Background: an optimization exercise with open tools, aiming at small area, a short achievable clock period and few clock cycles per item. Do not read the settings as production practice. RTL that was checked went through simulation tests only; none was proved equivalent to the original. The RTL of run 6 was laid out without a check of its function.

==> flow/design.v, too long to show whole: its modules and the start of the top module <==
// module chroma_window: 94 lines
// module csc_sum: 500 lines
// module filt_sum: 146 lines
// module rgb_packer: 113 lines
// module yuv_to_rgb: 49 lines
module yuv_to_rgb (
	input logic CLOCK_50_I,
	input logic resetn,
	input logic in_valid,
	input logic [SAMPLE_W-1:0] in_y_even,
	input logic [SAMPLE_W-1:0] in_y_odd,
	input logic [SAMPLE_W-1:0] in_u,
	input logic [SAMPLE_W-1:0] in_v,
	output logic busy,
	output logic out_valid,
	output logic [WORD_W-1:0] out_word,
	output logic out_line_end
);
  // ...
==> flow/flow/run.sh <==
#!/bin/bash
set -euo pipefail
R=orfs/results/${FLOW_PLATFORM:-sky130hd}/yuv_to_rgb/base
bash standard.sh synth > make_synth.log 2>&1
python3 flow/polarity.py $R/1_2_yosys.v > polarity.log 2>&1
rm -f $R/1_synth.odb $R/1_synth.sdc
bash standard.sh SETUP_SLACK_MARGIN=11 "CTS_ARGS=-sink_clustering_enable -repair_clock_nets -sink_clustering_size 30 -sink_clustering_max_diameter 100 -dont_use_dummy_load" "BUFFER_PORTS_ARGS=-buffer_cell sky130_fd_sc_hd__buf_1" finish > make_finish.log 2>&1
==> flow/flow/polarity.py <==
#!/usr/bin/env python3
"""Remove inverters around full adders in a mapped sky130 netlist.

A full adder is self-dual: FA(~a, ~b, ~c) = (~cout, ~sum).  Yosys leaves
inverters between adder cells; this script chooses, per fa cell, whether it
computes on the complements of its inputs (and so gives complemented
outputs), to need as few inverters as possible, then rewrites the netlist
with one inverter per net that some load needs complemented.  Only
combinational cells change; every register keeps its name, cell and nets.

usage: polarity.py NETLIST.v   (rewritten in place; the original is kept as
NETLIST.v.orig)
"""
import re, sys, shutil

path = sys.argv[1]
src = open(path).read()

mod_start = src.index("module ")
body_end = src.rindex("endmodule")
cell_re = re.compile(r"^  (sky130_fd_sc_hd__\w+) (\S+)\s+\((.*?)\n  \);\n", re.S | re.M)
pin_re = re.compile(r"\.(\w+)\(([^()]*)\)")

cells = []
for m in cell_re.finditer(src):
    typ, name, body = m.group(1), m.group(2), m.group(3)
    pins = [(p, n.strip()) for p, n in pin_re.findall(body)]
    cells.append({"typ": typ, "name": name, "pins": pins, "span": m.span()})

OUT = {"X", "Y", "Q", "Q_N", "SUM", "COUT", "HI", "LO"}
ports = set()
for m in re.finditer(r"^\s*output\s+(?:\[(\d+):(\d+)\]\s+)?(\S+);", src, re.M):
    if m.group(1):
        for i in range(int(m.group(2)), int(m.group(1)) + 1):
            ports.add(f"{m.group(3)}[{i}]")
    else:
        ports.add(m.group(3))

def is_inv(c):
    return c["typ"].startswith("sky130_fd_sc_hd__inv_")

def is_fa(c):
    return c["typ"].startswith("sky130_fd_sc_hd__fa_")

driver = {}
for c in cells:
    for p, n in c["pins"]:
        if p in OUT:
            driver[n] = (c, p)

# inverters we may remove: output not a port
removable = [c for c in cells if is_inv(c) and dict(c["pins"])["Y"] not in ports]
rem_ids = set(id(c) for c in removable)

def literal(n):
    """(base net, polarity) of net n, looking through removable inverters."""
    pol = 0
    seen = 0
    while n in driver and id(driver[n][0]) in rem_ids and seen < 8:
        n = dict(driver[n][0]["pins"])["A"]
        pol ^= 1
        seen += 1
    return n, pol

fas = [c for c in cells if is_fa(c)]
fa_out = {}   # base net -> fa index (for fa outputs)
for i, c in enumerate(fas):
    for p, n in c["pins"]:
        if p in ("SUM", "COUT"):
            fa_out[n] = i

# loads: every input pin of a kept cell
loads = []    # (cell, pin, base net, pol, fa index of the cell or -1)
fa_index = {id(c): i for i, c in enumerate(fas)}
for c in cells:
    if id(c) in rem_ids:
        continue
    for p, n in c["pins"]:
        if p in OUT or p in ("VPWR", "VGND", "VPB", "VNB"):
            continue
        b, pol = literal(n)
        loads.append((c, p, b, pol, fa_index.get(id(c), -1)))
# nets seen by the port list (outputs driven through removable inverters
# cannot occur: those inverters are kept)

flip = [0] * len(fas)

def need(load):
    """(physical net, inverted?) a load needs under the current flips."""
    c, p, b, pol, fi = load
    inv = pol
    if b in fa_out and flip[fa_out[b]]:
        inv ^= 1
    if fi >= 0 and flip[fi]:
        inv ^= 1
    return b, inv

# nets touched by each fa: its input base nets and its output nets
from collections import defaultdict
loads_of_net = defaultdict(list)
for ld in loads:
    loads_of_net[ld[2]].append(ld)
touch = []
for i, c in enumerate(fas):
    nets = set()
    for p, n in c["pins"]:
        if p in OUT:
            nets.add(n)
        else:
            nets.add(literal(n)[0])
    touch.append(nets)

def net_cost(b):
    return 1 if any(need(ld)[1] for ld in loads_of_net[b]) else 0

def cost_of(nets):
    return sum(net_cost(b) for b in nets)

before = sum(net_cost(b) for b in loads_of_net)

def descend(order):
    rounds = 0
    changed = True
    while changed and rounds < 50:
        changed = False
        rounds += 1
        for i in order:
            c0 = cost_of(touch[i])
            flip[i] ^= 1
            c1 = cost_of(touch[i])
            if c1 < c0:
                changed = True
            else:
                flip[i] ^= 1
    return sum(net_cost(b) for b in loads_of_net)

import random
rng = random.Random(1)
best = None
for attempt in range(200):
    order = list(range(len(fas)))
    if attempt:
        rng.shuffle(order)
        for i in range(len(fas)):
            flip[i] = rng.randrange(2) if attempt % 2 else 0
    else:
        for i in range(len(fas)):
            flip[i] = 0
    cost = descend(order)
    if best is None or cost < best[0]:
        best = (cost, list(flip))
flip[:] = best[1]
after = best[0]
print(f"inverters before {len(removable)} (needed nets {before}), after {after}; "
      f"{sum(flip)} of {len(fas)} adders flipped")

# ---------------------------------------------------------------- rewrite
def fmt(n):
    return n + " " if n.startswith("\\") else n

newnet = {}
decl = []
def fresh(prefix):
    k = len(decl)
    n = f"_pol{prefix}{k}_"
    decl.append(n)
    return n

phys = {}     # fa output base net -> physical net when flipped
for i, c in enumerate(fas):
    if flip[i]:
        for p, n in c["pins"]:
            if p in ("SUM", "COUT"):
                phys[n] = fresh("o")

invnet = {}   # physical net -> its complement's net
new_cells = []
def complement(pn):
    if pn not in invnet:
        invnet[pn] = fresh("i")
    return invnet[pn]

pinmap = {}   # (id(cell), pin) -> net
for ld in loads:
    c, p, b, pol, fi = ld
    pb, inv = need(ld)
    pn = phys.get(pb, pb)
    pinmap[(id(c), p)] = complement(pn) if inv else pn
for i, c in enumerate(fas):
    if flip[i]:
        for p, n in c["pins"]:
            if p in ("SUM", "COUT"):
                pinmap[(id(c), p)] = phys[n]

# a flipped adder's original output net may be a port or feed nothing else:
# a port net must still be driven, by an inverter from the physical net
for i, c in enumerate(fas):
    if flip[i]:
        for p, n in c["pins"]:
            if p in ("SUM", "COUT") and n in ports:
                new_cells.append(f"  sky130_fd_sc_hd__inv_1 _polinv{len(new_cells)}_ (\n    .A({phys[n]}),\n    .Y({fmt(n)})\n  );\n")

# A half adder on two complemented inputs is an xor2 and a nor2 on the
# uncomplemented ones: HA(~a, ~b) = (a ^ b, ~(a | b)).
uncomp = {y: pn for pn, y in invnet.items()}
gates = {}    # id(ha cell) -> replacement text
for c in cells:
    if id(c) in rem_ids or not c["typ"].startswith("sky130_fd_sc_hd__ha_"):
        continue
    a = pinmap.get((id(c), "A"), dict(c["pins"])["A"])
    b = pinmap.get((id(c), "B"), dict(c["pins"])["B"])
    if a in uncomp and b in uncomp:
        pa, pb = uncomp[a], uncomp[b]
        pins = dict(c["pins"])
        so = pinmap.get((id(c), "SUM"), pins["SUM"])
        co = pinmap.get((id(c), "COUT"), pins["COUT"])
        pinmap[(id(c), "A")] = pa
        pinmap[(id(c), "B")] = pb
        gates[id(c)] = (f"  sky130_fd_sc_hd__xor2_1 _polx{len(gates)}_ (\n    .A({fmt(pa)}),\n    .B({fmt(pb)}),\n    .X({fmt(so)})\n  );\n"
                        f"  sky130_fd_sc_hd__nor2_1 _poln{len(gates)}_ (\n    .A({fmt(pa)}),\n    .B({fmt(pb)}),\n    .Y({fmt(co)})\n  );\n")
used = set(pinmap.values())
for pn, y in invnet.items():
    if y in used:
        new_cells.append(f"  sky130_fd_sc_hd__inv_1 _polinv{len(new_cells)}_ (\n    .A({fmt(pn)}),\n    .Y({y})\n  );\n")
print(f"{len(gates)} half adders on complemented inputs became xor2 + nor2")

out = []
pos = 0
for c in cells:
    s, e = c["span"]
    out.append(src[pos:s])
    pos = e
    if id(c) in rem_ids:
        continue
    if id(c) in gates:
        out.append(gates[id(c)])
        continue
    lines = [f"  {c['typ']} {fmt(c['name'])} ("]
    pl = []
    for p, n in c["pins"]:
        pl.append(f"    .{p}({fmt(pinmap.get((id(c), p), n))})")
    lines.append(",\n".join(pl))
    lines.append("  );\n")
    out.append("\n".join(lines))
rest = src[pos:]
k = rest.rindex("endmodule")
out.append(rest[:k])
out.extend(new_cells)
out.append(rest[k:])
text = "".join(out)
# declare the new nets after the module header's port list
hdr_end = text.index(";", text.index("module ")) + 1
text = text[:hdr_end] + "\n" + "".join(f"  wire {n};\n" for n in decl) + text[hdr_end:]
shutil.copy(path, path + ".orig")
open(path, "w").write(text)
print(f"wrote {path}: {sum(1 for x in new_cells if 'inv_1' in x)} inverters")
==> flow/standard.sh <==
#!/bin/bash
# synth_recipe.tcl (not shown) runs the flow's synth.tcl, then flattens the netlist and writes it again
# the make line also repeats each setting of config.mk as NAME=value (left out here)
make -C /OpenROAD-flow-scripts/flow DESIGN_CONFIG=/design/flow/config.mk WORK_HOME=/design/flow/orfs CLKGATE_MAP_FILE= SYNTH_SCRIPT=/design/flow/synth_recipe.tcl "${@:-finish}"
==> flow/config.mk <==
export PLATFORM = sky130hd
export DESIGN_NAME = yuv_to_rgb
export DESIGN_NICKNAME = yuv_to_rgb
export VERILOG_FILES = /design/flow/design.v
export SDC_FILE = /design/flow/constraint.sdc
export NUM_CORES = 4
export LEC_CHECK = 0
export CAP_MARGIN = 5
export CORE_MARGIN = 2
export CORE_UTILIZATION = 65
export CTS_CLUSTER_DIAMETER = 100
export CTS_CLUSTER_SIZE = 30
export PLACE_DENSITY = 0.75
export SLEW_MARGIN = 5
==> flow/constraint.sdc <==
create_clock -name core_clock -period 15.0 [get_ports {CLOCK_50_I}]
set_input_delay 3.0000 -clock core_clock [delete_from_list [all_inputs] [get_ports {CLOCK_50_I}]]
set_output_delay 3.0000 -clock core_clock [all_outputs]
set_load 0.01 [all_outputs]
==> results_dict.tcl, run 1 <==
set metrics [dict create \
    floorplan.die.width_um 174.7 \
    hpwlAfterDp_mm 26.82 \
    crit_path_cell_trace "buf_6" \
    finalClockSkew_ns 0.08670 \
    clk_share 0.02095 \
    initial_core_util 0.6598 \
    rows 62 \
    drt_first_iter_violations 586 \
    busiest_layer "met2" \
    drc_errors 0 \
    antennaDiodeCount 0 \
    grt_pass1_wl_mm 56.38 \
    data_required_time_of_the_worst_path_ns 12.00 \
    io-pin-count 54 \
    cts.repair_timing.setup_buffer_count 1 \
    gp_congestion 0.9228 \
    clock_buffers 17 \
    number_of_global_route_vias_before_repair 10560 \
    sequential_share_of_cell_area 0.4396 \
    max-clock-path-buffers 3 \
    fin_crit_sh 0.2647 \
    cts_made_buffers 17 \
    end_kind "primary output" \
    tap_cells 384 \
    min_from "decode_i.y_odd_q[0]$_DFFE_PP_" \
    status "timing/DRC/antenna clean" \
    clock-sinks 359 \
]
Testbench counts, summed over its fixed seeds: cycles 15,496, items 5,120.
==> inputs of run 2 (changes only) <==
==> flow/flow/run.sh (replaced) <==
#!/bin/bash
set -euo pipefail
R=orfs/results/${FLOW_PLATFORM:-sky130hd}/yuv_to_rgb/base
bash standard.sh synth > make_synth.log 2>&1
python3 flow/polarity.py $R/1_2_yosys.v > polarity.log 2>&1
rm -f $R/1_synth.odb $R/1_synth.sdc
bash standard.sh SETUP_SLACK_MARGIN=11 "CTS_ARGS=-sink_clustering_enable -repair_clock_nets -sink_clustering_size 24 -sink_clustering_max_diameter 90 -dont_use_dummy_load" "BUFFER_PORTS_ARGS=-buffer_cell sky130_fd_sc_hd__buf_1" finish > make_finish.log 2>&1
--- a/flow/config.mk
+++ b/flow/config.mk
@@ -6,9 +6,9 @@
 export NUM_CORES = 4
 export LEC_CHECK = 0
-export CAP_MARGIN = 5
+export CAP_MARGIN = 20
 export CORE_MARGIN = 2
 export CORE_UTILIZATION = 65
-export CTS_CLUSTER_DIAMETER = 100
-export CTS_CLUSTER_SIZE = 30
+export CTS_CLUSTER_DIAMETER = 90
+export CTS_CLUSTER_SIZE = 24
 export PLACE_DENSITY = 0.75
-export SLEW_MARGIN = 5
+export SLEW_MARGIN = 20
==> results_dict.tcl, run 2 <==
set metrics [dict create \
    rows 62 \
    layout.cells.most_common_list "252 x sky130_fd_sc_hd__fa_1, 171 x sky130_fd_sc_hd__inv_1, 163 x sky130_fd_sc_hd__dfxtp_1" \
    final_report_max_slew_violation_count 0 \
    timing.final.crit_period_ns 3.986 \
    hold_path_class "reg -> reg" \
    biggestRegsByFlops "decode_i.u_sr x48, decode_i.v_sr x48" \
    antenna_found_initial 0 \
    area.growth.synth_to_final_pct 7.591 \
    drt_first_iter_violations 581 \
    cap_viol_max_count 0 \
    timing.critical_path.from_type "register" \
    data_required_time_of_the_worst_path_ns 15.35 \
    min_from "decode_i.y_odd_q[1]$_DFFE_PP_" \
    first_pass_iters 5 \
    final.fill_count 1910 \
    initial_core_util 0.6598 \
    fin_crit_sh 0.2657 \
    io-pin-count 54 \
    timing.critical_path.from "result_i.pu[7]$_DFF_P_" \
    placed_cells_incl_taps 1763 \
    grt_overflow_total 0 \
    syn-mean-instance-area_um2 14.12 \
    vias_per_cell 5.476 \
    finalClockSkew_ns 0.04609 \
    clock_tree_from_tritoncts "done" \
    postSynthNetCount 1720 \
    wl_per_cell_um 19.63 \
    layout.area.seq_um2 8929 \
    max-clock-path-buffers 3 \
    die_area_um2 30510 \
    grt_pass1_wl_mm 56.94 \
    rr_startpoint "result_i.pu[7]$_DFF_P_" \
    global_route.usage.total 0.2434 \
    hpwlAfterDp_mm 26.84 \
    drc_errors 0 \
    clock-sinks 359 \
    cts_hold_buffers 0 \
    end_kind "register" \
    pin_count_of_the_biggest_net_entering_global_routing 89 \
    synth_warnings 6 \
    multiInputGateArea_um2 9343 \
    wirelength_mm 35.30 \
    h-tree-depth 1 \
    chipHeight_um 174.7 \
    max_slew.worst_pin.slew_ns 0.9772 \
    floorplan.die.width_um 174.7 \
    timing.slew.headroom 0.3426 \
    status "timing/DRC/antenna clean" \
    post-route-util 0.7099 \
    clock-root-buffer "sky130_fd_sc_hd__clkbuf_16" \
    clk_pin_slew_worst_setup_hold_paths_ns 0.08 \
    antennaDiodeCount 0 \
    worstSkewPairLatency_ns 0.51 \
    coreArea_um2 28700 \
    rsz0062_at_grt "yes" \
    layout.cells.most_common "sky130_fd_sc_hd__fa_1" \
    cp_data_arrival_time_ns 4.33 \
    cts_made_buffers 20 \
    critical_path_peak_fanout 11 \
    drt.antenna.violating_nets 0 \
    totalNegativeSetupSlack_ns 0 \
    synthesis.area_um2 18940 \
    final-setup-viol-count 0 \
    timing_hold_violations_final 0 \
    number_of_global_route_vias_before_repair 10590 \
    dpl_worst_slack_ns 9.587 \
    finish.cell_count_without_fillers 1798 \
    clock.fmax_ghz 0.2509 \
    gp_congestion 0.9228 \
    final_setup_slack_of_the_worst_path_ns 11.01 \
    place.port_buffers 53 \
    final_layout_size_suffix_gt1_frac 0.1202 \
    num-nets-final 1795 \
    netlist_instances 1341 \
    path_type_of_the_worst_setup_path "reg -> reg" \
    vias 9845 \
]
[run 2: cell count changes in the layout (fill, tap and decap cells not counted), sizes merged]
cell / delta
clkbuf: +13
buf: -10
[run 2: critical path, stage by stage, from the launching register on]
cell and delay, ns:
sky130_fd_sc_hd__dfxtp_1 0.75, sky130_fd_sc_hd__inv_1 0.36, sky130_fd_sc_hd__fa_1 0.53, sky130_fd_sc_hd__fa_1 0.45, sky130_fd_sc_hd__fa_1 0.57, sky130_fd_sc_hd__inv_1 0.08, sky130_fd_sc_hd__maj3_1 0.35, sky130_fd_sc_hd__a21oi_1 0.12
sky130_fd_sc_hd__o21ai_0 0.10, sky130_fd_sc_hd__o21ai_0 0.09, sky130_fd_sc_hd__a31oi_1 0.07, sky130_fd_sc_hd__maj3_1 0.36
[run 2: per-layer routing]
layer	GRT usage	up-vias	wire length [um]
met3	0.02872	47	1806
met2	0.3920	271	16670
met1	0.3614	5007	16000
met5	0	-	0
li1	-	4520	-
met4	0.06076	0	820
[run 2: worst paths after layout]
kind | slack, ns | cells past startpoint | to
min in group asynchronous | 2.47 | 2 | decode_i.pair_cnt[6]$_DFFE_PN0P_
worst max-delay path | 11.01 | 11 | result_i.g_c_q$_DFF_P_
worst max register to register | 11.01 | 11 | result_i.g_c_q$_DFF_P_
max in group asynchronous | 12.25 | 2 | result_i.a[1]$_DFF_PN0_
worst min-delay path | 0.35 | 0 | result_i.y_odd_q[1]$_DFF_P_
worst min register to register | 0.35 | 0 | result_i.y_odd_q[1]$_DFF_P_
[run 2: final cells by class]
| cell class | instances | area share |
|---|---|---|
| Multi-Input combinational cell | 790 | 0.4585 |
| Sequential cell | 359 | 0.4382 |
| Inverter | 172 | 0.03187 |
| Clock buffer | 20 | 0.02456 |
| Tap cell | 384 | 0.02358 |
| Timing Repair Buffer | 73 | 0.02321 |
[run 2: stage by stage]
step	cell area [um^2]	hold slack, ns
floorplan	18960	0.3233
global placement	19560	0.3245
detailed placement	19560	0.3269
CTS	20220	0.3471
global route	20370	0.3512
finish	20370	0.3452
[run 2: repair_timing]
action	CTS	global route
endpoints found under the hold margin	0	0
endpoints found under the setup margin	99	123
resized for setup	21	35
cloned	4	1
pin swaps	0	0
buffers inserted	1	9
==> inputs of run 3 (changes only) <==
==> flow/flow/run.sh (replaced) <==
#!/bin/bash
set -euo pipefail
R=orfs/results/${FLOW_PLATFORM:-sky130hd}/yuv_to_rgb/base
bash standard.sh synth > make_synth.log 2>&1
python3 flow/polarity.py $R/1_2_yosys.v > polarity.log 2>&1
rm -f $R/1_synth.odb $R/1_synth.sdc
bash standard.sh SETUP_SLACK_MARGIN=11 "CTS_ARGS=-sink_clustering_enable -repair_clock_nets -sink_clustering_size 30 -sink_clustering_max_diameter 100 -dont_use_dummy_load" "BUFFER_PORTS_ARGS=-buffer_cell sky130_fd_sc_hd__buf_1" finish > make_finish.log 2>&1
--- a/flow/flow/polarity.py
+++ b/flow/flow/polarity.py
@@ -6,5 +6,8 @@
 computes on the complements of its inputs (and so gives complemented
 outputs), to need as few inverters as possible, then rewrites the netlist
-with one inverter per net that some load needs complemented.  Only
+with one inverter per net that some load needs complemented.  A half adder
+whose two inputs both need complementing becomes an xor2 and a nor2 on the
+uncomplemented nets.  The choice is a local search from several starts,
+then simulated annealing (fixed seed, so the result is reproducible).  Only
 combinational cells change; every register keeps its name, cell and nets.
 
@@ -110,7 +113,34 @@
             nets.add(literal(n)[0])
     touch.append(nets)
+ha_pins0 = {}
+for c in cells:
+    if c["typ"].startswith("sky130_fd_sc_hd__ha_") and id(c) not in rem_ids:
+        d = dict(c["pins"])
+        a, b = literal(d["A"])[0], literal(d["B"])[0]
+        ha_pins0.setdefault(a, set()).add(b)
+        ha_pins0.setdefault(b, set()).add(a)
+for nets in touch:
+    extra = set()
+    for n in nets:
+        extra |= ha_pins0.get(n, set())
+    nets |= extra
+
+# a half adder whose two inputs both need complementing becomes xor2 + nor2
+# on the uncomplemented nets, so those loads need no inverter
+ha_pins = {}
+for ld in loads:
+    c = ld[0]
+    if c["typ"].startswith("sky130_fd_sc_hd__ha_") and ld[1] in ("A", "B"):
+        ha_pins.setdefault(id(c), {})[ld[1]] = ld
+def eff_need(ld):
+    b, inv = need(ld)
+    if inv and ld[0]["typ"].startswith("sky130_fd_sc_hd__ha_") and ld[1] in ("A", "B"):
+        other = ha_pins[id(ld[0])]["B" if ld[1] == "A" else "A"]
+        if need(other)[1]:
+            return b, 0
+    return b, inv
 
 def net_cost(b):
-    return 1 if any(need(ld)[1] for ld in loads_of_net[b]) else 0
+    return 1 if any(eff_need(ld)[1] for ld in loads_of_net[b]) else 0
 
 def cost_of(nets):
@@ -135,8 +165,8 @@
     return sum(net_cost(b) for b in loads_of_net)
 
-import random
+import random, math
 rng = random.Random(1)
 best = None
-for attempt in range(200):
+for attempt in range(40):
     order = list(range(len(fas)))
     if attempt:
@@ -150,6 +180,23 @@
     if best is None or cost < best[0]:
         best = (cost, list(flip))
+# simulated annealing from the best descent
 flip[:] = best[1]
-after = best[0]
+cur = best[0]
+T = 1.5
+steps = 400000
+for k in range(steps):
+    i = rng.randrange(len(fas))
+    c0 = cost_of(touch[i])
+    flip[i] ^= 1
+    d = cost_of(touch[i]) - c0
+    if d <= 0 or rng.random() < math.exp(-d / T):
+        cur += d
+        if cur < best[0]:
+            best = (cur, list(flip))
+    else:
+        flip[i] ^= 1
+    T = max(0.05, 1.5 * (1 - k / steps))
+flip[:] = best[1]
+after = descend(list(range(len(fas))))
 print(f"inverters before {len(removable)} (needed nets {before}), after {after}; "
       f"{sum(flip)} of {len(fas)} adders flipped")
--- a/flow/config.mk
+++ b/flow/config.mk
@@ -8,7 +8,7 @@
 export CAP_MARGIN = 20
 export CORE_MARGIN = 2
-export CORE_UTILIZATION = 65
-export CTS_CLUSTER_DIAMETER = 90
-export CTS_CLUSTER_SIZE = 24
-export PLACE_DENSITY = 0.75
+export CORE_UTILIZATION = 62
+export CTS_CLUSTER_DIAMETER = 100
+export CTS_CLUSTER_SIZE = 30
+export PLACE_DENSITY = 0.72
 export SLEW_MARGIN = 20
==> results_dict.tcl, run 3 <==
set metrics [dict create \
    hold_path_class "reg -> reg" \
    rsz0062_at_grt "yes" \
    timing.slew.headroom 0.3344 \
    wl_per_cell_um 19.87 \
    fin_hold_ws_ns 0.3501 \
    cp_num_cells 1 \
    vias_per_cell 5.455 \
    cap_viol_max_count 0 \
    timing_hold_violations_final 0 \
    end_kind "primary output" \
    cts_made_buffers 16 \
    rr_startpoint "result_i.a[1]$_DFF_PN0_" \
    worst_path_slowest_cell "sky130_fd_sc_hd__dfxtp_4" \
    grt_overflow_total 0 \
    netlist_instances 1326 \
    rows 63 \
    clock-sinks 359 \
    fin_crit_sh 0.2698 \
    flop_to_flop_setup_slack_ns 10.99 \
    crit_path_cell_trace "buf_6" \
    dpl_worst_slack_ns 9.498 \
    data_required_time_of_the_worst_path_ns 12.00 \
    clk_pin_slew_worst_setup_hold_paths_ns 0.11 \
    max_slew.worst_pin.slew_ns 0.9985 \
    die_area_um2 31830 \
    final-setup-viol-count 0 \
    first_pass_iters 5 \
    io-pin-count 54 \
    clock-root-buffer "sky130_fd_sc_hd__clkbuf_16" \
    post-route-util 0.6803 \
    clock.fmax_ghz 0.2471 \
    holdPathStages 0 \
    drc_errors 0 \
    final_report_max_slew_violation_count 0 \
    worst_hold_end "result_i.y_odd_q[0]$_DFF_P_" \
    grt_pass1_wl_mm 57.00 \
    placedInstanceArea_um2 19520 \
    placed_cells_incl_taps 1758 \
    status "timing/DRC/antenna clean" \
    final_layout_size_suffix_gt1_frac 0.1288 \
    antenna_found_initial 0 \
    initial_core_util 0.6329 \
    place.port_buffers 53 \
    max-clock-path-buffers 3 \
    layout.cells.most_common_list "249 x sky130_fd_sc_hd__fa_1, 160 x sky130_fd_sc_hd__edfxtp_1, 157 x sky130_fd_sc_hd__dfxtp_1" \
    floorplan.die.width_um 178.4 \
    clock_tree_from_tritoncts "done" \
    synthesis.area_um2 18860 \
    area.growth.synth_to_final_pct 7.491 \
    drt_first_iter_violations 604 \
    final_setup_slack_of_the_worst_path_ns 10.95 \
    finalClockSkew_ns 0.08498 \
    critical_path_peak_fanout 1 \
    syn-mean-instance-area_um2 14.22 \
    timing.critical_path.from_type "register" \
    cp_data_arrival_time_ns 1.05 \
    postSynthNetCount 1699 \
    totalNegativeSetupSlack_ns 0 \
    global_route.usage.total 0.2407 \
    chipHeight_um 178.4 \
    pin_count_of_the_biggest_net_entering_global_routing 59 \
    coreArea_um2 29800 \
    wirelength_mm 35.54 \
    layout.cell_area.non_filler_um2 20270 \
    critical_path.max_stage_delay_ns 0.40 \
    h-tree-depth 1 \
    drt.antenna.violating_nets 0 \
    path_type_of_the_worst_setup_path "reg -> out" \
    hpwlAfterDp_mm 26.78 \
    rr_worst_depth 10 \
    layout.cells.most_common "sky130_fd_sc_hd__fa_1" \
    worstSkewPairLatency_ns 0.54 \
    number_of_global_route_vias_before_repair 10440 \
    timing.final.crit_period_ns 4.048 \
    worst_path_dominant_cell_family "flip-flops" \
    num-nets-final 1772 \
    gp_congestion 0.9022 \
    biggestRegsByFlops "decode_i.u_sr x48, decode_i.v_sr x48" \
    min_from "decode_i.y_odd_q[0]$_DFFE_PP_" \
    cts_hold_buffers 0 \
    vias 9754 \
    r2r_endpoint "result_i.p1_q[7]$_DFF_P_" \
    critPathBufInv 1 \
    finish.cell_count_without_fillers 1788 \
    synth_warnings 6 \
]
[run 3: changes by cell type in the layout (fill, tap and decap cells not counted), sizes merged]
cell      before  now
diode          0    1
buf           55   60
nand2b         6    7
inv          171  149
clkinvlp       1    2
clkbuf        36   28
ha            80   74
xor2          32   38
nor2          40   46
[run 3: final cells by class]
cell class	count	area, um^2
tap	390	488.0
antenna	1	2.502
inverter	151	574.3
fill	2127	9525
multi-input combinational	797	9368
sequential	359	8932
timing repair buffer	74	505.5
clock buffer	16	400.4
[run 3: layer usage]
layer,GRT usage,wire (um)
met5,0,0
met3,0.05371,2572
met1,0.3456,15740
met4,0.06775,969
met2,0.3753,16260
[run 3: worst max path at each step]
stage / startpoint / to / slack (ns)
2_1_floorplan: in_valid / decode_i.u_sr[10]$_DFFE_PP_ / 10.44
3_3_place_gp: in_valid / decode_i.y_even_q[3]$_DFFE_PP_ / 9.55
3_5_place_dp: in_valid / decode_i.y_even_d[1][3]$_DFFE_PP_ / 9.50
4_1_cts: decode_i.busy_q$_DFF_P_ / busy / 10.94
5_1_grt: decode_i.busy_q$_DFF_P_ / busy / 10.90
6_report: decode_i.busy_q$_DFF_P_ / busy / 10.95
[run 3: what timing repair did]
action                                  in CTS  in global routing
pin swaps                                    0                  2
resized for setup                           34                 44
setup buffers                                5                  3
endpoints found under the setup margin     161                 93
cloned                                       5                  0
==> inputs of run 4 (changes only) <==
--- a/flow/config.mk
+++ b/flow/config.mk
@@ -8,7 +8,7 @@
 export CAP_MARGIN = 20
 export CORE_MARGIN = 2
-export CORE_UTILIZATION = 62
+export CORE_UTILIZATION = 70
 export CTS_CLUSTER_DIAMETER = 100
 export CTS_CLUSTER_SIZE = 30
-export PLACE_DENSITY = 0.72
+export PLACE_DENSITY = 0.8
 export SLEW_MARGIN = 20
==> results_dict.tcl, run 4 <==
set metrics [dict create \
    totalNegativeSetupSlack_ns 0 \
    cts_made_buffers 16 \
    max-clock-path-buffers 3 \
    cp_data_arrival_time_ns 0.95 \
    final_report_max_slew_violation_count 0 \
    highest_signal_layer "met4" \
    critical_path_peak_fanout 1 \
    final-setup-viol-count 0 \
    data_required_time_of_the_worst_path_ns 12.00 \
    coreArea_um2 26730 \
    layout.cells.most_common_list "251 x sky130_fd_sc_hd__fa_1, 163 x sky130_fd_sc_hd__dfxtp_1, 160 x sky130_fd_sc_hd__edfxtp_1" \
    worst_path_dominant_cell_family "flip-flops" \
    timing.final.crit_period_ns 3.954 \
    status "timing/DRC/antenna clean" \
    hpwlAfterDp_mm 25.91 \
    layout.cells.most_common "sky130_fd_sc_hd__fa_1" \
    detail_route.wirelength.met1_mm 13.95 \
    end_kind "primary output" \
    synthesis.area_um2 18860 \
    chipHeight_um 168.1 \
    clock-root-buffer "sky130_fd_sc_hd__clkbuf_16" \
    pin_count_of_the_biggest_net_entering_global_routing 67 \
    multiInputGateArea_um2 9366 \
    timing.slew.headroom 0.2927 \
    hold_path_class "reg -> reg" \
    timing.critical_path.from_type "register" \
    cap_viol_max_count 0 \
    drt.antenna.violating_nets 0 \
    critical_path.max_stage_delay_ns 0.31 \
    max_slew.worst_pin.slew_ns 1.061 \
    fin_crit_sh 0.2636 \
    initial_core_util 0.7056 \
    h-tree-depth 1 \
    place.port_buffers 53 \
    path_type_of_the_worst_setup_path "reg -> out" \
    rsz0062_at_grt "yes" \
    met2RoutedLength_mm 18.03 \
    final.fill_count 1672 \
    gp_congestion 0.8988 \
    synth_warnings 6 \
    drt_first_iter_violations 652 \
    clk_pin_slew_worst_setup_hold_paths_ns 0.10 \
    antennaDiodeCount 0 \
    clock-sinks 359 \
    netlist_instances 1326 \
    wirelength_mm 34.82 \
    vias_per_cell 5.664 \
    critPathBufInv 1 \
    layout.area.seq_um2 8921 \
    first_pass_iters 4 \
    antenna_found_initial 0 \
    vias 9839 \
    drc_errors 0 \
    area.growth.synth_to_final_pct 6.788 \
    grt_overflow_total 0 \
    global_route.usage.total 0.2593 \
    rows 60 \
    clock.fmax_ghz 0.2529 \
    finalClockSkew_ns 0.05412 \
    worstSkewPairLatency_ns 0.53 \
    crit_path_cell_trace "buf_2" \
    biggestRegsByFlops "decode_i.u_sr x48, decode_i.v_sr x48" \
    cts_hold_buffers 0 \
    grt_pass1_wl_mm 55.67 \
    num-nets-final 1771 \
    clock_tree_from_tritoncts "done" \
    postSynthNetCount 1699 \
    die_area_um2 28270 \
    number_of_global_route_vias_before_repair 10680 \
    floorplan.die.width_um 168.1 \
    finish.cell_count_without_fillers 1737 \
    final_layout_size_suffix_gt1_frac 0.1211 \
    placed_cells_incl_taps 1709 \
    dr_wl_met3_mm 1.549 \
    syn-mean-instance-area_um2 14.22 \
    timing_hold_violations_final 0 \
    worst_path_slowest_cell "sky130_fd_sc_hd__dfxtp_1" \
    wl_per_cell_um 20.05 \
    io-pin-count 54 \
]
[run 4: cell count changes in the layout (fill, tap and decap cells not counted), sizes merged]
cell	previous run	this run
diode	1	0
buf	60	58
clkbuf	28	29
[run 4: worst paths after layout]
| path | from | to | slack [ns] | cells past startpoint |
|---|---|---|---|---|
| min in group asynchronous | resetn | decode_i.pair_cnt[3]$_DFFE_PN0P_ | 2.43 | 2 |
| min reg2reg | decode_i.y_odd_q[1]$_DFFE_PP_ | result_i.y_odd_q[1]$_DFF_P_ | 0.35 | 0 |
| max in group asynchronous | resetn | result_i.a[5]$_DFF_PN0_ | 12.27 | 2 |
| max | decode_i.busy_q$_DFF_P_ | busy | 11.05 | 1 |
| max reg2reg | result_i.py[0]$_DFF_P_ | result_i.g_c_q$_DFF_P_ | 11.05 | 12 |
| min | decode_i.y_odd_q[1]$_DFFE_PP_ | result_i.y_odd_q[1]$_DFF_P_ | 0.35 | 0 |
[run 4: stage by stage]
stage	utilization	hold slack (ns)	instance area, um^2	setup slack [ns]
floorplan	-	0.3233	18880	10.44
global placement	0.7281	0.3238	19460	9.562
detailed placement	0.7281	0.3313	19460	9.496
CTS	0.7494	0.3521	20030	11.00
global route	0.7535	0.3558	20140	10.86
finish	0.7535	0.3513	20140	11.05
[run 4: metal layers]
layer | GRT usage | vias to the layer above
li1 | - | 4501
met2 | 0.4612 | 259
met1 | 0.3320 | 5004
met3 | 0.03644 | 75
met5 | 0 | -
met4 | 0.08883 | 0
[run 4: what timing repair did]
| action | CTS | global route |
|---|---|---|
| setup buffers | 3 | 4 |
| cloned | 4 | 1 |
| endpoints found under the setup margin | 156 | 99 |
| pin swaps | 0 | 0 |
| gates resized for setup | 24 | 33 |
[run 4: area by class of cell]
type | count | share of cell area
clock buffers | 16 | 0.01988
inverters | 151 | 0.02852
multi-input cells | 797 | 0.4651
flip-flops and latches | 359 | 0.4430
well taps | 341 | 0.02119
repair buffers | 73 | 0.02231
==> inputs of run 5 (changes only) <==
--- a/flow/config.mk
+++ b/flow/config.mk
@@ -8,7 +8,7 @@
 export CAP_MARGIN = 20
 export CORE_MARGIN = 2
-export CORE_UTILIZATION = 70
+export CORE_UTILIZATION = 65
 export CTS_CLUSTER_DIAMETER = 100
 export CTS_CLUSTER_SIZE = 30
-export PLACE_DENSITY = 0.8
+export PLACE_DENSITY = 0.75
 export SLEW_MARGIN = 20
==> results_dict.tcl, run 5 <==
set metrics [dict create \
    clock-root-buffer "sky130_fd_sc_hd__clkbuf_16" \
    end_kind "primary output" \
    final_layout_size_suffix_gt1_frac 0.1227 \
    floorplan.die.width_um 174.3 \
    rows 62 \
    pin_count_of_the_biggest_net_entering_global_routing 76 \
    initial_core_util 0.6588 \
    timing.critical_path.from_type "register" \
    drt_first_iter_violations 597 \
    worstSkewPairLatency_ns 0.52 \
    chipHeight_um 174.3 \
    number_of_global_route_vias_before_repair 10590 \
    antennaDiodeCount 0 \
    vias_per_cell 5.496 \
    wl_per_cell_um 19.99 \
    max-clock-path-buffers 3 \
    cts_made_buffers 16 \
    cap_viol_max_count 0 \
    io-pin-count 54 \
    final_setup_slack_of_the_worst_path_ns 11.03 \
    first_pass_iters 5 \
    layout.cells.most_common "sky130_fd_sc_hd__fa_1" \
    worst_path_slowest_cell "sky130_fd_sc_hd__dfxtp_4" \
    final_report_max_slew_violation_count 0 \
    crit_path_cell_trace "buf_6" \
    dpl_worst_slack_ns 9.488 \
    cp_data_arrival_time_ns 0.97 \
    cts_hold_buffers 0 \
    path_type_of_the_worst_setup_path "reg -> out" \
    critical_path_peak_fanout 1 \
    final-setup-viol-count 0 \
    final.fill_count 1922 \
    die_area_um2 30390 \
    max_slew.worst_pin.slew_ns 1.091 \
    vias 9772 \
    rsz0062_at_grt "yes" \
    grt_overflow_total 0 \
    hold_path_class "reg -> reg" \
    netlist_instances 1326 \
    synth_warnings 6 \
    h-tree-depth 1 \
    clock-sinks 359 \
    coreArea_um2 28630 \
    cp_num_cells 1 \
    biggestRegsByFlops "decode_i.u_sr x48, decode_i.v_sr x48" \
    timing.slew.headroom 0.2724 \
    postSynthNetCount 1699 \
    antenna_found_initial 1 \
    drc_errors 0 \
    clk_pin_slew_worst_setup_hold_paths_ns 0.10 \
    totalNegativeSetupSlack_ns 0 \
    clock.fmax_ghz 0.2521 \
    timing_hold_violations_final 0 \
    fin_crit_sh 0.2645 \
    syn-mean-instance-area_um2 14.22 \
    layout.cells.most_common_list "250 x sky130_fd_sc_hd__fa_1, 160 x sky130_fd_sc_hd__edfxtp_1, 156 x sky130_fd_sc_hd__dfxtp_1" \
    worst_path_dominant_cell_family "flip-flops" \
    synthesis.area_um2 18860 \
    timing.final.crit_period_ns 3.967 \
    critPathBufInv 1 \
    num-nets-final 1769 \
    wirelength_mm 35.55 \
    grt_pass1_wl_mm 57.89 \
    status "timing/DRC/antenna clean" \
    critical_path.max_stage_delay_ns 0.38 \
    holdPathStages 0 \
    drt.antenna.violating_nets 0 \
    rr_worst_depth 10 \
    finalClockSkew_ns 0.04682 \
    clock_tree_from_tritoncts "done" \
    gp_congestion 0.9140 \
    data_required_time_of_the_worst_path_ns 12.00 \
    global_route.usage.total 0.2494 \
    area.growth.synth_to_final_pct 7.192 \
    hpwlAfterDp_mm 26.82 \
    place.port_buffers 53 \
]
[run 5: per-layer routing]
layer	GRT usage	wire length [um]	up-vias
met3	0.04418	2232	42
met4	0.05427	728	0
met5	0	0	-
li1	-	-	4492
met1	0.3649	15920	4957
met2	0.3991	16670	281
[run 5: what timing repair did]
action / in CTS / in global routing
setup buffers: 3 / 5
pin swaps: 1 / 2
gates resized for setup: 30 / 43
gates cloned: 4 / 0
setup endpoints to repair: 158 / 30
[run 5: final timing paths]
kind | slack, ns | end | from
setup reg to reg | 11.09 | result_i.p0_q[7]$_DFF_P_ | result_i.a[1]$_DFF_PN0_
hold / removal | 0.35 | result_i.y_odd_q[6]$_DFF_P_ | decode_i.y_odd_q[6]$_DFFE_PP_
setup / recovery | 11.03 | busy | decode_i.busy_q$_DFF_P_
max in group asynchronous | 12.25 | result_i.last_q$_DFFE_PN0P_ | resetn
hold reg to reg | 0.35 | result_i.y_odd_q[6]$_DFF_P_ | decode_i.y_odd_q[6]$_DFFE_PP_
min in group asynchronous | 2.44 | result_i.a[6]$_DFF_PN0_ | resetn
[run 5: final cells by class]
| type | instances | area [um^2] | area share |
|---|---|---|---|
| multi-input combinational | 796 | 9350 | 0.4626 |
| sequential | 359 | 8936 | 0.4421 |
| inverter | 151 | 574.3 | 0.02841 |
| tap | 384 | 480.5 | 0.02377 |
| timing repair buffer | 72 | 473.0 | 0.02340 |
| clock buffer | 16 | 400.4 | 0.01981 |
[run 5: through the flow]
step | hold WS (ns) | area [um^2] | util | std cells
2_1_floorplan | 0.3233 | 18880 | - | 1326
3_3_place_gp | 0.3234 | 19500 | 0.6811 | 1750
3_5_place_dp | 0.3269 | 19500 | 0.6811 | 1750
4_1_cts | 0.3515 | 20080 | 0.7016 | 1773
5_1_grt | 0.3588 | 20210 | 0.7062 | 1778
6_report | 0.3488 | 20210 | 0.7062 | 1778
==> module chroma_window, before the edit <==
module chroma_window (
	input logic CLOCK_50_I,
	input logic resetn,
	input logic in_valid,
	input logic [SAMPLE_W-1:0] in_y_even,
	input logic [SAMPLE_W-1:0] in_y_odd,
	input logic [SAMPLE_W-1:0] in_u,
	input logic [SAMPLE_W-1:0] in_v,
	output logic busy,
	output logic launch,
	output logic last_launch,
	output logic [SAMPLE_W-1:0] win_y_even,
	output logic [SAMPLE_W-1:0] win_y_odd,
	output logic [0:5][SAMPLE_W-1:0] win_u_taps,
	output logic [0:5][SAMPLE_W-1:0] win_v_taps
);
	logic [7:0] pair_cnt;
	logic flushing;
	logic [1:0] flush_cnt;
	logic [1:0] cool;
	logic busy_q;
	logic first;
	logic filled;
	logic flush_step;
	logic shift_en;
	logic [0:5][SAMPLE_W-1:0] u_sr;
	logic [0:5][SAMPLE_W-1:0] v_sr;
	logic [SAMPLE_W-1:0] y_even_d [0:2];
	logic [SAMPLE_W-1:0] y_odd_d [0:2];
	logic [SAMPLE_W-1:0] y_even_q;
	logic [SAMPLE_W-1:0] y_odd_q;
	logic flushing_n;
	logic [1:0] cool_n;
	assign first = pair_cnt == 8'd0 && !flushing;
	assign filled = pair_cnt >= 8'd3;
	assign flush_step = flushing && cool == 2'd0;
	assign shift_en = in_valid || flush_step;
	assign launch = (in_valid && filled) || flush_step;
	assign last_launch = flush_step && flush_cnt == 2'd2;
	always_comb begin
		flushing_n = flushing;
		if (in_valid && pair_cnt == LINE_PAIRS - 1)
			flushing_n = 1'b1;
		else if (last_launch)
			flushing_n = 1'b0;
		cool_n = launch ? 2'd2 : (cool != 2'd0 ? cool - 2'd1 : 2'd0);
	end
	always_ff @(posedge CLOCK_50_I or negedge resetn) begin
		if (!resetn) begin
			pair_cnt <= '0;
			flushing <= 1'b0;
			flush_cnt <= '0;
			cool <= '0;
		end else begin
			flushing <= flushing_n;
			cool <= cool_n;
			if (in_valid)
				pair_cnt <= (pair_cnt == LINE_PAIRS - 1) ? 8'd0 : pair_cnt + 8'd1;
			if (flush_step)
				flush_cnt <= (flush_cnt == 2'd2) ? 2'd0 : flush_cnt + 2'd1;
		end
	end
	always_ff @(posedge CLOCK_50_I)
		busy_q <= flushing_n || cool_n != 2'd0;
	assign busy = busy_q;
	always_ff @(posedge CLOCK_50_I) begin
		if (shift_en) begin
			for (int i = 0; i < 3; i++) begin
				u_sr[i] <= u_sr[i+1];
				v_sr[i] <= v_sr[i+1];
			end
			for (int i = 3; i < 5; i++) begin
				u_sr[i] <= first ? in_u : u_sr[i+1];
				v_sr[i] <= first ? in_v : v_sr[i+1];
			end
			y_even_q <= y_even_d[0];
			y_odd_q <= y_odd_d[0];
			for (int i = 0; i < 2; i++) begin
				y_even_d[i] <= y_even_d[i+1];
				y_odd_d[i] <= y_odd_d[i+1];
			end
			y_even_d[2] <= in_y_even;
			y_odd_d[2] <= in_y_odd;
		end
		if (in_valid) begin
			u_sr[5] <= in_u;
			v_sr[5] <= in_v;
		end
	end
	assign win_y_even = y_even_q;
	assign win_y_odd = y_odd_q;
	assign win_u_taps = u_sr;
	assign win_v_taps = v_sr;
endmodule
==> inputs of run 6 (changes only) <==
--- a/flow/design.v
+++ b/flow/design.v
@@ -26,9 +26,12 @@
 	logic [1:0] flush_cnt;
 	logic [1:0] cool;
+	logic [1:0] fill;
 	logic busy_q;
 	logic first;
 	logic filled;
 	logic flush_step;
+	logic fill_step;
 	logic shift_en;
+	logic chroma_en;
 	logic [0:5][SAMPLE_W-1:0] u_sr;
 	logic [0:5][SAMPLE_W-1:0] v_sr;
@@ -39,8 +42,11 @@
 	logic flushing_n;
 	logic [1:0] cool_n;
+	logic [1:0] fill_n;
 	assign first = pair_cnt == 8'd0 && !flushing;
 	assign filled = pair_cnt >= 8'd3;
 	assign flush_step = flushing && cool == 2'd0;
+	assign fill_step = fill != 2'd0;
 	assign shift_en = in_valid || flush_step;
+	assign chroma_en = shift_en || fill_step;
 	assign launch = (in_valid && filled) || flush_step;
 	assign last_launch = flush_step && flush_cnt == 2'd2;
@@ -52,4 +58,5 @@
 			flushing_n = 1'b0;
 		cool_n = launch ? 2'd2 : (cool != 2'd0 ? cool - 2'd1 : 2'd0);
+		fill_n = (in_valid && first) ? 2'd2 : (fill != 2'd0 ? fill - 2'd1 : 2'd0);
 	end
 	always_ff @(posedge CLOCK_50_I or negedge resetn) begin
@@ -59,7 +66,9 @@
 			flush_cnt <= '0;
 			cool <= '0;
+			fill <= '0;
 		end else begin
 			flushing <= flushing_n;
 			cool <= cool_n;
+			fill <= fill_n;
 			if (in_valid)
 				pair_cnt <= (pair_cnt == LINE_PAIRS - 1) ? 8'd0 : pair_cnt + 8'd1;
@@ -69,16 +78,18 @@
 	end
 	always_ff @(posedge CLOCK_50_I)
-		busy_q <= flushing_n || cool_n != 2'd0;
+		busy_q <= flushing_n || cool_n != 2'd0 || fill_n != 2'd0;
 	assign busy = busy_q;
 	always_ff @(posedge CLOCK_50_I) begin
-		if (shift_en) begin
-			for (int i = 0; i < 3; i++) begin
+		if (chroma_en) begin
+			for (int i = 0; i < 5; i++) begin
 				u_sr[i] <= u_sr[i+1];
 				v_sr[i] <= v_sr[i+1];
 			end
-			for (int i = 3; i < 5; i++) begin
-				u_sr[i] <= first ? in_u : u_sr[i+1];
-				v_sr[i] <= first ? in_v : v_sr[i+1];
-			end
+		end
+		if (in_valid) begin
+			u_sr[5] <= in_u;
+			v_sr[5] <= in_v;
+		end
+		if (shift_en) begin
 			y_even_q <= y_even_d[0];
 			y_odd_q <= y_odd_d[0];
@@ -90,8 +101,4 @@
 			y_odd_d[2] <= in_y_odd;
 		end
-		if (in_valid) begin
-			u_sr[5] <= in_u;
-			v_sr[5] <= in_v;
-		end
 	end
 	assign win_y_even = y_even_q;
==> results_dict.tcl, run 6 <==
set metrics [dict create \
    layout.cells.most_common_list "253 x sky130_fd_sc_hd__fa_1, 166 x sky130_fd_sc_hd__dfxtp_1, 160 x sky130_fd_sc_hd__edfxtp_1" \
    path_type_of_the_worst_setup_path "reg -> out" \
    fin_crit_sh 0.2684 \
    busiest_layer "met2" \
    hold_path_class "reg -> reg" \
    h-tree-depth 1 \
    global_route.usage.total 0.2431 \
    chipHeight_um 173.1 \
    initial_core_util 0.6654 \
    cap_viol_max_count 0 \
    wl_per_cell_um 20.05 \
    timing.final.crit_period_ns 4.026 \
    critical_path.max_stage_delay_ns 0.37 \
    totalNegativeSetupSlack_ns 0 \
    drt_first_iter_violations 706 \
    num-nets-final 1713 \
    critPathBufInv 1 \
    grtUsageMet3 0.03584 \
    min_from "decode_i.y_odd_q[2]$_DFFE_PP_" \
    number_of_global_route_vias_before_repair 10410 \
    gp_congestion 0.8929 \
    wirelength_mm 34.35 \
    rr_worst_depth 10 \
    grt_overflow_total 0 \
    coreArea_um2 27930 \
    antenna_found_initial 1 \
    final.fill_count 1895 \
    end_kind "primary output" \
    finalClockSkew_ns 0.07549 \
    worst_path_slowest_cell "sky130_fd_sc_hd__dfxtp_4" \
    die_area_um2 29970 \
    rsz0062_at_grt "yes" \
    postSynthNetCount 1637 \
    final-setup-viol-count 0 \
    syn-mean-instance-area_um2 14.74 \
    place.port_buffers 53 \
    clock-root-buffer "sky130_fd_sc_hd__clkbuf_16" \
    grt_pass1_wl_mm 55.66 \
    crit_path_cell_trace "buf_6" \
    max-clock-path-buffers 3 \
    timing_hold_violations_final 0 \
    final_layout_size_suffix_gt1_frac 0.1139 \
    layout.cells.most_common "sky130_fd_sc_hd__fa_1" \
    drc_errors 0 \
    clock_tree_from_tritoncts "done" \
    layout.cell_area.non_filler_um2 19900 \
    synth_warnings 6 \
    timing.critical_path.from_type "register" \
    worst_hold_end "result_i.y_odd_q[2]$_DFF_P_" \
    worstSkewPairLatency_ns 0.53 \
    drt.antenna.violating_nets 0 \
    data_required_time_of_the_worst_path_ns 12.00 \
    cp_data_arrival_time_ns 1.03 \
    vias_per_cell 5.517 \
    timing.slew.headroom 0.2412 \
    holdPathStages 0 \
    placedInstanceArea_um2 19240 \
    io-pin-count 54 \
    flop_to_flop_setup_slack_ns 11.08 \
    r2r_endpoint "result_i.g_c_q$_DFF_P_" \
    grtUsageMet1 0.3625 \
    first_pass_iters 5 \
    hpwlAfterDp_mm 26.39 \
    vias 9450 \
    clock-sinks 361 \
    antennaDiodeCount 0 \
    status "timing/DRC/antenna clean" \
    floorplan.die.width_um 173.1 \
    gr-usage-met2 0.3917 \
    worst_path_dominant_cell_family "flip-flops" \
    clock.fmax_ghz 0.2484 \
    cts_made_buffers 16 \
    rr_startpoint "result_i.pu[6]$_DFF_P_" \
    max_slew.worst_pin.slew_ns 1.138 \
    area.growth.synth_to_final_pct 7.074 \
    rows 61 \
    critical_path_peak_fanout 1 \
    final_report_max_slew_violation_count 0 \
    pin_count_of_the_biggest_net_entering_global_routing 35 \
    netlist_instances 1261 \
    biggestRegsByFlops "decode_i.u_sr x48, decode_i.v_sr x48" \
    clk_pin_slew_worst_setup_hold_paths_ns 0.11 \
    synthesis.area_um2 18590 \
]
## run 6: area by class of cell
class,count,area (um^2),area share
clock buffer,16,400.4,0.02012
inverter,152,570.5,0.02867
tap,378,473.0,0.02376
multi-input combinational,735,9082,0.4563
sequential,361,8969,0.4506
timing repair buffer,71,407.9,0.02049
## run 6: layer usage
| layer | vias up | share of wire |
|---|---|---|
| li1 | 4311 | - |
| met3 | 40 | 0.070 |
| met5 | - | 0 |
| met2 | 271 | 0.47 |
| met4 | 0 | 0.018 |
| met1 | 4828 | 0.44 |
## run 6: repair_timing
item,in CTS,in global routing
hold buffers,0,0
setup endpoints to repair,93,63
setup buffers,4,5
pin swaps,2,2
cloned,7,0
gates resized for setup,24,26
## run 6: worst max-delay path by stage
stage                                 start                          end  cells past startpoint
finish              decode_i.busy_q$_DFF_P_                         busy                      1
global route        decode_i.busy_q$_DFF_P_                         busy                      1
CTS                 decode_i.busy_q$_DFF_P_                         busy                      1
detailed placement                 in_valid  decode_i.v_sr[33]$_DFFE_PP_                      4
global placement                   in_valid  decode_i.v_sr[41]$_DFFE_PP_                      4
floorplan                          in_valid  decode_i.u_sr[10]$_DFFE_PP_                      3
## run 6: through the flow
stage | hold WS [ns] | setup WS (ns) | cells | util
after floorplan | 0.3233 | 10.20 | 1261 | -
after global placement | 0.3239 | 9.595 | 1681 | 0.6889
after detailed placement | 0.3269 | 9.519 | 1681 | 0.6889
after CTS | 0.3393 | 10.94 | 1708 | 0.7095
after global routing | 0.3444 | 10.94 | 1713 | 0.7125
final | 0.3335 | 10.97 | 1713 | 0.7125

-- static timing again, ports no longer ideal --
The results above use ideal ports. As a check the final layouts listed here were re-extracted and re-timed, cells and wires unchanged. Step 1: set_driving_cell puts a clkbuf_16 on CLOCK_50_I and a buf_2 on each other input, an assumption about the parent block. Step 2 times the ports against the registers' clock, not the clock port: input delays grow and output delays shrink by t, the midpoint of the rising clock arrivals with the driver on. a / b / c = ideal / step 1 / step 2; a / b = the first two.
run | shift t [ns] | setup WS [ns] | worst setup path after step 2 | worst slew at a driven data input, ns
run 1 | 0.541 | 11.029 / 10.981 / 10.568 | input to register | 0.04
run 2 | 0.541 | 11.014 / 10.980 / 10.579 | input to register | 0.04
run 3 | 0.552 | 10.952 / 10.899 / 10.594 | input to register | 0.04
run 4 | 0.550 | 11.046 / 10.999 / 10.555 | input to register | 0.05
run 5 | 0.553 | 11.033 / 10.980 / 10.608 | input to register | 0.04
run 6 | 0.544 | 10.974 / 10.926 / 10.507 | input to register | 0.06
After both steps every run listed still meets setup and hold. The setup slack of run 4, which loses most, moves by -0.047 ns with the drivers and by -0.491 ns with both steps.
